Source: an optimization exercise on an open RTL-to-GDS flow (aim: a short achievable clock period and few clock cycles per item). Production flows keep margins and buffers that such runs may drop.
In this exercise RTL edits were held to simulation tests only and were not proved equivalent to the original.
Power and IR drop assume default switching activity.

<file path="flow/config.mk">
export PLATFORM = sky130hd
export DESIGN_NAME = serial_slave_port
export DESIGN_NICKNAME = serial_slave_port
export VERILOG_FILES = /design/flow/design.v
export SDC_FILE = /design/flow/constraint.sdc
export NUM_CORES = 4
export LEC_CHECK = 0
export CAP_MARGIN = 20
export CORE_MARGIN = 2
export CORE_UTILIZATION = 40
export SLEW_MARGIN = 20
</file>
<file path="flow/constraint.sdc">
create_clock -name core_clock -period 4.2 [get_ports {clk}]
set_input_delay 0.8400 -clock core_clock [delete_from_list [all_inputs] [get_ports {clk}]]
set_output_delay 0.8400 -clock core_clock [all_outputs]
set_load 0.01 [all_outputs]
</file>
<file path="flow/design.v">
module serial_slave_port #(
  parameter int ADDR_WIDTH     = 12,
  parameter int MEM_ADDR_WIDTH = 8,
  parameter int DATA_WIDTH     = 8,
  parameter int READ_LATENCY   = 2,
  parameter bit SPLIT_EN       = 1'b0
) (
  input  logic clk,
  input  logic rst,
  input  logic mode,
  input  logic wr_bus,
  input  logic master_valid,
  output logic slave_ready,
  output logic rd_bus,
  output logic slave_valid,
  input  logic master_ready,
  output logic split
);
  typedef enum logic [2:0] {
    IDLE  = 3'd0,
    ADDR  = 3'd1,
    WDATA = 3'd2,
    WDONE = 3'd3,
    RWAIT = 3'd4,
    RDATA = 3'd5
  } state_t;
  localparam int MAX_W = (ADDR_WIDTH > DATA_WIDTH) ? ADDR_WIDTH : DATA_WIDTH;
  localparam int CNT_W = $clog2(MAX_W + 1);
  localparam int LAT_W = $clog2(READ_LATENCY + 1);
  localparam int MEM_DEPTH = 2 ** MEM_ADDR_WIDTH;
  localparam logic [CNT_W-1:0] CNT_ZERO  = {CNT_W{1'b0}};
  localparam logic [CNT_W-1:0] CNT_ONE   = CNT_W'(1);
  localparam logic [CNT_W-1:0] ADDR_LAST = CNT_W'(ADDR_WIDTH - 1);
  localparam logic [CNT_W-1:0] DATA_LAST = CNT_W'(DATA_WIDTH - 1);
  localparam logic [LAT_W-1:0] LAT_ZERO  = {LAT_W{1'b0}};
  localparam logic [LAT_W-1:0] LAT_ONE   = LAT_W'(1);
  localparam logic [LAT_W-1:0] LAT_INIT  = LAT_W'(READ_LATENCY - 1);
  localparam logic [MEM_ADDR_WIDTH-1:0] ADDR_ZERO = {MEM_ADDR_WIDTH{1'b0}};
  localparam logic [DATA_WIDTH-1:0]     DATA_ZERO = {DATA_WIDTH{1'b0}};
  state_t state_r, state_next;
  logic                      mode_r, mode_next;
  logic [MEM_ADDR_WIDTH-1:0] addr_r, addr_next;
  logic [DATA_WIDTH-1:0]     data_r, data_next;
  logic [DATA_WIDTH-1:0]     rd_r, rd_next;
  logic [CNT_W-1:0]          bit_cnt_r, bit_cnt_next;
  logic [LAT_W-1:0]          lat_cnt_r, lat_cnt_next;
  logic                      xfer_s;
  logic                      mem_we_s;
  logic [DATA_WIDTH-1:0]     mem_wdata_s;
  logic [DATA_WIDTH-1:0]     mem_rdata_s;
  logic                      ready_s;
  logic                      valid_s;
  logic                      rd_bit_s;
  logic                      split_s;
  logic [DATA_WIDTH-1:0] mem [0:MEM_DEPTH-1];
  assign xfer_s      = master_valid & slave_ready;
  assign mem_wdata_s = (data_r << 1'b1) | DATA_WIDTH'(wr_bus);
  assign mem_rdata_s = mem[addr_r];
  always_ff @(posedge clk or posedge rst) begin
    if (rst) begin
      state_r <= IDLE;
    end else begin
      state_r <= state_next;
    end
  end
  always_comb begin
    state_next = state_r;
    case (state_r)
      IDLE: begin
        if (xfer_s) begin
          if (ADDR_LAST == CNT_ZERO) begin
            state_next = mode ? WDATA : RWAIT;
          end else begin
            state_next = ADDR;
          end
        end else begin
          state_next = IDLE;
        end
      end
      ADDR: begin
        if (xfer_s && (bit_cnt_r == ADDR_LAST)) begin
          state_next = mode_r ? WDATA : RWAIT;
        end else begin
          state_next = ADDR;
        end
      end
      WDATA: begin
        if (xfer_s && (bit_cnt_r == DATA_LAST)) begin
          state_next = WDONE;
        end else begin
          state_next = WDATA;
        end
      end
      WDONE: begin
        state_next = IDLE;
      end
      RWAIT: begin
        if (lat_cnt_r == LAT_ZERO) begin
          state_next = RDATA;
        end else begin
          state_next = RWAIT;
        end
      end
      RDATA: begin
        if (master_ready && (bit_cnt_r == DATA_LAST)) begin
          state_next = IDLE;
        end else begin
          state_next = RDATA;
        end
      end
      default: begin
        state_next = IDLE;
      end
    endcase
  end
  always_comb begin
    mode_next    = mode_r;
    addr_next    = addr_r;
    data_next    = data_r;
    rd_next      = rd_r;
    bit_cnt_next = bit_cnt_r;
    lat_cnt_next = lat_cnt_r;
    mem_we_s     = 1'b0;
    case (state_r)
      IDLE: begin
        if (xfer_s) begin
          mode_next = mode;
          addr_next = MEM_ADDR_WIDTH'(wr_bus);
          data_next = DATA_ZERO;
          if (ADDR_LAST == CNT_ZERO) begin
            bit_cnt_next = CNT_ZERO;
            lat_cnt_next = LAT_INIT;
          end else begin
            bit_cnt_next = CNT_ONE;
          end
        end else begin
          mode_next = mode_r;
        end
      end
      ADDR: begin
        if (xfer_s) begin
          addr_next = (addr_r << 1'b1) | MEM_ADDR_WIDTH'(wr_bus);
          if (bit_cnt_r == ADDR_LAST) begin
            bit_cnt_next = CNT_ZERO;
            lat_cnt_next = LAT_INIT;
          end else begin
            bit_cnt_next = bit_cnt_r + CNT_ONE;
          end
        end else begin
          addr_next = addr_r;
        end
      end
      WDATA: begin
        if (xfer_s) begin
          data_next = mem_wdata_s;
          if (bit_cnt_r == DATA_LAST) begin
            mem_we_s     = 1'b1;
            bit_cnt_next = CNT_ZERO;
          end else begin
            bit_cnt_next = bit_cnt_r + CNT_ONE;
          end
        end else begin
          data_next = data_r;
        end
      end
      WDONE: begin
        data_next = DATA_ZERO;
      end
      RWAIT: begin
        if (lat_cnt_r == LAT_ZERO) begin
          rd_next      = mem_rdata_s;
          bit_cnt_next = CNT_ZERO;
        end else begin
          lat_cnt_next = lat_cnt_r - LAT_ONE;
        end
      end
      RDATA: begin
        if (master_ready) begin
          rd_next = rd_r << 1'b1;
          if (bit_cnt_r == DATA_LAST) begin
            bit_cnt_next = CNT_ZERO;
          end else begin
            bit_cnt_next = bit_cnt_r + CNT_ONE;
          end
        end else begin
          rd_next = rd_r;
        end
      end
      default: begin
        bit_cnt_next = CNT_ZERO;
        lat_cnt_next = LAT_ZERO;
      end
    endcase
  end
  always_ff @(posedge clk or posedge rst) begin
    if (rst) begin
      mode_r    <= 1'b0;
      addr_r    <= ADDR_ZERO;
      data_r    <= DATA_ZERO;
      rd_r      <= DATA_ZERO;
      bit_cnt_r <= CNT_ZERO;
      lat_cnt_r <= LAT_ZERO;
    end else begin
      mode_r    <= mode_next;
      addr_r    <= addr_next;
      data_r    <= data_next;
      rd_r      <= rd_next;
      bit_cnt_r <= bit_cnt_next;
      lat_cnt_r <= lat_cnt_next;
    end
  end
  always_ff @(posedge clk) begin
    if (mem_we_s) begin
      mem[addr_r] <= mem_wdata_s;
    end
  end
  always_comb begin
    ready_s  = 1'b0;
    valid_s  = 1'b0;
    rd_bit_s = 1'b0;
    split_s  = 1'b0;
    case (state_next)
      IDLE, ADDR, WDATA: begin
        ready_s = 1'b1;
      end
      WDONE: begin
        ready_s = 1'b0;
      end
      RWAIT: begin
        split_s = SPLIT_EN;
      end
      RDATA: begin
        valid_s  = 1'b1;
        rd_bit_s = rd_next[DATA_WIDTH-1];
      end
      default: begin
        ready_s = 1'b0;
      end
    endcase
  end
  always_ff @(posedge clk or posedge rst) begin
    if (rst) begin
      slave_ready <= 1'b1;
      slave_valid <= 1'b0;
      rd_bus      <= 1'b0;
      split       <= 1'b0;
    end else begin
      slave_ready <= ready_s;
      slave_valid <= valid_s;
      rd_bus      <= rd_bit_s;
      split       <= split_s;
    end
  end
endmodule
</file>
<file path="flow/run.sh">
#!/bin/bash
# synth_recipe.tcl (not shown) runs the flow's synth.tcl, then flattens the netlist and writes it again
# the make line also repeats each setting of config.mk as NAME=value (left out here)
make -C /OpenROAD-flow-scripts/flow DESIGN_CONFIG=/design/flow/config.mk WORK_HOME=/design/flow/orfs CLKGATE_MAP_FILE= SYNTH_SCRIPT=/design/flow/synth_recipe.tcl finish
</file>
==> out/metrics.yaml <==
outcome: "finished clean"
fillerInstances: 16500
globalRouteOverflowTotal: 0
rsz0062_at_grt: "no"
core_region_area_mm2: 0.202
drt_iter0_markers: 5069
htree_num_levels: 4
ys.flop_type: "sky130_fd_sc_hd__edfxtp_1"
synthesis.instances: 3814
min-delay-path-class: "in2async"
grt.total_usage_pct: 20.7
crit_arrival_ns: 4.80
crit_fanout: 29
cts_inserted_buffers: 208
clock_tree.root_cell: "sky130_fd_sc_hd__clkbuf_16"
numPlacedInstances: 6729
first_global_vias: 40900
setup_crit_end_kind: "flop"
worstSetupPathType: "reg2reg"
row_count: 165
dp_hpwl_mm: 136
finClkSkew_ns: 0.0420
asyncSetResetFlopFracSynth_pct: 1.73
max-slew-margin-rel_pct: 20.7
worstPathRequired_ns: 4.93
initial_core_utilization_pct: 40.3
setup_viol: 0
synth.area.mux_share_pct: 16.7
drtPass1Iterations: 6
postSynthRegisterBits: 2084
cts.clk_slew.worst_paths_ns: 0.06
postSynthNetCount: 3822
hold_ws_ns: 0.438
portBuffers: 8
drc: 0
final_max_slew_viol_count: 0
synth_compound_area_share_pct: 2.00
synthesis.area_per_instance_um2: 21.3
pwr_density_mw_per_mm2: 616
p_total_w: 0.0582
dieArea_mm2: 0.207
die_w_um: 455
final_layout_size_suffix_gt1_share_pct: 30.4
totalWireLength_mm: 214
yosys.area_share.xor_xnor_pct: 0
worst_skew_pair.late_latency_ns: 0.85
final_net_count: 4277
yosys.cell_types.count: 62
antenna_violations_before_repair: 5
layout.cells.non_filler: 7124
max_freq_mhz: 246
grt_max_degree: 150
cts_buffer_depth: 3
combPwrFrac_pct: 26.7
final.setup.tns_ns: 0
internal_power_w: 0.0407
io-pin-count: 10
gp_congestion: 0.909
cts_hold_buffers: 0
p_switching_w: 0.0176
cts_post_setup_buffers_inserted: 0
vias_per_std_cell: 5.75
drtAntennaViolNets: 0
synthAdderAreaFrac_pct: 0.0307
cp-start-kind: "flop"
clock_power_share_pct: 31.9
routed_vias: 40900
cts_num_sinks: 2084
detail_route.wl_per_cell_um: 30.0
fp.dieH_um: 455
grt_first_pass_wirelength_mm: 306
max_ir_drop_vdd_v: 0.000414
yosysWarningCount: 1
worstRegToRegCells: 8
synth_enable_flop_cells: 2048
tightest_slew_ns: 1.18
tritoncts: "built"
postCtsResizedCells: 0
layout_worst_path_cycle_share_pct: 96.8
hold_viol: 0
sw_frac_of_total_pct: 30.2
mostFrequentLayoutCell: "sky130_fd_sc_hd__edfxtp_1"
flow.area_growth_from_synthesis_pct: 16.1
p_leak_nw: 30.3
netlist_area_mm2: 0.0814
synth_simple_gate_area_share_pct: 2.91
sequentialPowerShare_pct: 41.3
period_minus_slack_ns: 4.07
drv_cap: 0
layout_common_cells: "sky130_fd_sc_hd__edfxtp_1, sky130_fd_sc_hd__mux4_2, sky130_fd_sc_hd__buf_4"
synth_top_family_by_area: "multiplexers"
synth-seq-area-share_pct: 76.7
cells by family (layout without fill, tap and decap cells):
group,count (synthesis),count (layout)
fa+ha+maj,2,2
other cells,1,2
simple gates,532,532
buf+inv,262,899
mux,707,707
compound gates,226,226
flops,2084,2084
state kept, by name (all words and copies together) (netlist names):
name         count
mem           2048
addr_r           8
rd_r             8
data_r           7
bit_cnt_r        4
state_r          3
lat_cnt_r        2
mode_r           1
rd_bus           1
slave_ready      1
slave_valid      1
path summary, 6_finish.rpt:
check	startpoint	to	slack, ns
min reg2reg	lat_cnt_r[1]	lat_cnt_r[1]	0.48
min in group core_clock	lat_cnt_r[1]	lat_cnt_r[1]	0.48
max	addr_r[0]	rd_r[2]	0.13
max in group asynchronous	rst	addr_r[0]	3.33
max reg2reg	addr_r[0]	rd_r[2]	0.13
min	rst	bit_cnt_r[3]	0.44
Yosys cell counts (5+ instances only):
| master | number | area [um2] |
|---|---|---|
| sky130_fd_sc_hd__nand2_1 | 79 | 297 |
| sky130_fd_sc_hd__edfxtp_1 | 2048 | 61500 |
| sky130_fd_sc_hd__dfrtp_1 | 35 | 876 |
| sky130_fd_sc_hd__buf_6 | 21 | 236 |
| sky130_fd_sc_hd__o32ai_1 | 7 | 61.3 |
| sky130_fd_sc_hd__mux2_2 | 18 | 203 |
| sky130_fd_sc_hd__a211oi_1 | 13 | 97.6 |
| sky130_fd_sc_hd__a22oi_1 | 30 | 225 |
| sky130_fd_sc_hd__buf_2 | 75 | 375 |
| sky130_fd_sc_hd__and2_1 | 5 | 31.3 |
| sky130_fd_sc_hd__nand3_1 | 41 | 205 |
| sky130_fd_sc_hd__or2_2 | 6 | 37.5 |
| sky130_fd_sc_hd__nand4_1 | 9 | 56.3 |
| sky130_fd_sc_hd__nor2_1 | 296 | 1110 |
| sky130_fd_sc_hd__mux2i_1 | 170 | 1700 |
| sky130_fd_sc_hd__o31ai_1 | 9 | 67.6 |
| sky130_fd_sc_hd__buf_1 | 16 | 60.1 |
| sky130_fd_sc_hd__o221ai_1 | 16 | 140 |
| sky130_fd_sc_hd__a31oi_1 | 7 | 43.8 |
| sky130_fd_sc_hd__mux4_2 | 519 | 11700 |
| sky130_fd_sc_hd__clkbuf_1 | 87 | 327 |
| sky130_fd_sc_hd__buf_4 | 37 | 278 |
| sky130_fd_sc_hd__nor4_1 | 9 | 56.3 |
| sky130_fd_sc_hd__a2111oi_0 | 9 | 78.8 |
| sky130_fd_sc_hd__a22o_1 | 13 | 114 |
| sky130_fd_sc_hd__nor2b_1 | 22 | 138 |
| sky130_fd_sc_hd__o21ai_0 | 26 | 130 |
| sky130_fd_sc_hd__nand2b_1 | 14 | 87.6 |
| sky130_fd_sc_hd__nor3_1 | 15 | 75.1 |
| sky130_fd_sc_hd__and3_1 | 15 | 93.8 |
| sky130_fd_sc_hd__a221oi_1 | 11 | 96.3 |
| sky130_fd_sc_hd__a21oi_1 | 35 | 175 |
| sky130_fd_sc_hd__inv_1 | 25 | 93.8 |
| sky130_fd_sc_hd__o22ai_1 | 15 | 93.8 |
critical path, cell delays in order, from the launching register on:
cell and delay, ns:
sky130_fd_sc_hd__dfrtp_4 0.86, sky130_fd_sc_hd__buf_12 0.33, sky130_fd_sc_hd__nand2_1 0.52, sky130_fd_sc_hd__o21ai_0 0.66, sky130_fd_sc_hd__nor2b_1 0.15, sky130_fd_sc_hd__a2111oi_0 0.67, sky130_fd_sc_hd__buf_4 0.26, sky130_fd_sc_hd__nand4_1 0.12
sky130_fd_sc_hd__o32a_1 0.32
area by class of cell:
cell class / count / area (um2) / area share [%]
clock buffers: 255 / 5420 / 5.74
flip-flops and latches: 2084 / 62400 / 66.1
clock inverters: 137 / 1420 / 1.50
well taps: 2672 / 3340 / 3.54
diodes: 1 / 2.50 / 0.00265
repair buffers: 481 / 4110 / 4.34
multi-input cells: 1468 / 17700 / 18.7
inverters: 26 / 97.6 / 0.103
stage by stage:
step           area [um2]  worst slack, ns  util (%)
2_1_floorplan       81400            0.196         -
3_3_place_gp        87600            0.346      43.3
3_5_place_dp        87600            0.314      43.3
4_1_cts             94400            0.258      46.7
5_1_grt             94500           0.0686      46.8
6_report            94500            0.135      46.8
layer usage:
layer | share of wire (%) | vias to the layer above | global-route usage (%) | wire, um
met1 | 41 | 22000 | 29.2 | 88300
met2 | 47 | 1759 | 32.2 | 101000
li1 | - | 16800 | - | -
met4 | 3.5 | 2 | 7.17 | 7500
met5 | 0.0061 | - | 0 | 13
met3 | 8.1 | 333 | 4.11 | 17400
power groups by stage:
| stage | logic (W) | clock network (W) | registers [W] |
|---|---|---|---|
| 2_1_floorplan | 0.00965 | 0 | 0.0244 |
| 3_3_place_gp | 0.0156 | 0 | 0.0245 |
| 3_5_place_dp | 0.0156 | 0 | 0.0245 |
| 4_1_cts | 0.0156 | 0.0189 | 0.0241 |
| 5_1_grt | 0.0163 | 0.0197 | 0.0241 |
| 6_report | 0.0156 | 0.0186 | 0.0241 |
Testbench counts, summed over its fixed seeds: cycles 103,183, items 4,800.

==> separate check: timing with driven ports <==
Ports are ideal in the flow. The routed layout listed here was re-timed in OpenROAD.
Step 1 assumes that a clkbuf_16 drives the clock port and a buf_2 every other input.
Step 2, shift: input delay + t, output delay - t, t = (earliest + latest rising clock arrival at the registers) / 2. This alone moves slack from input paths to output paths.
Slacks: no drivers / after step 1 / after step 2; pairs: no drivers / after step 1.
t, ns: 0.928
setup WS [ns]: 0.135 / 0.135 / 0.135
hold slack, ns: 0.438 / 0.370 / 0.483
slew at the worst register clock pin (ns): 0.07 / 0.07
cell pins on the clock port's net: 1
After both steps this run still meets setup and hold. For this run, drivers alone change the setup slack by 0.000 ns; drivers and shift together by 0.000 ns.
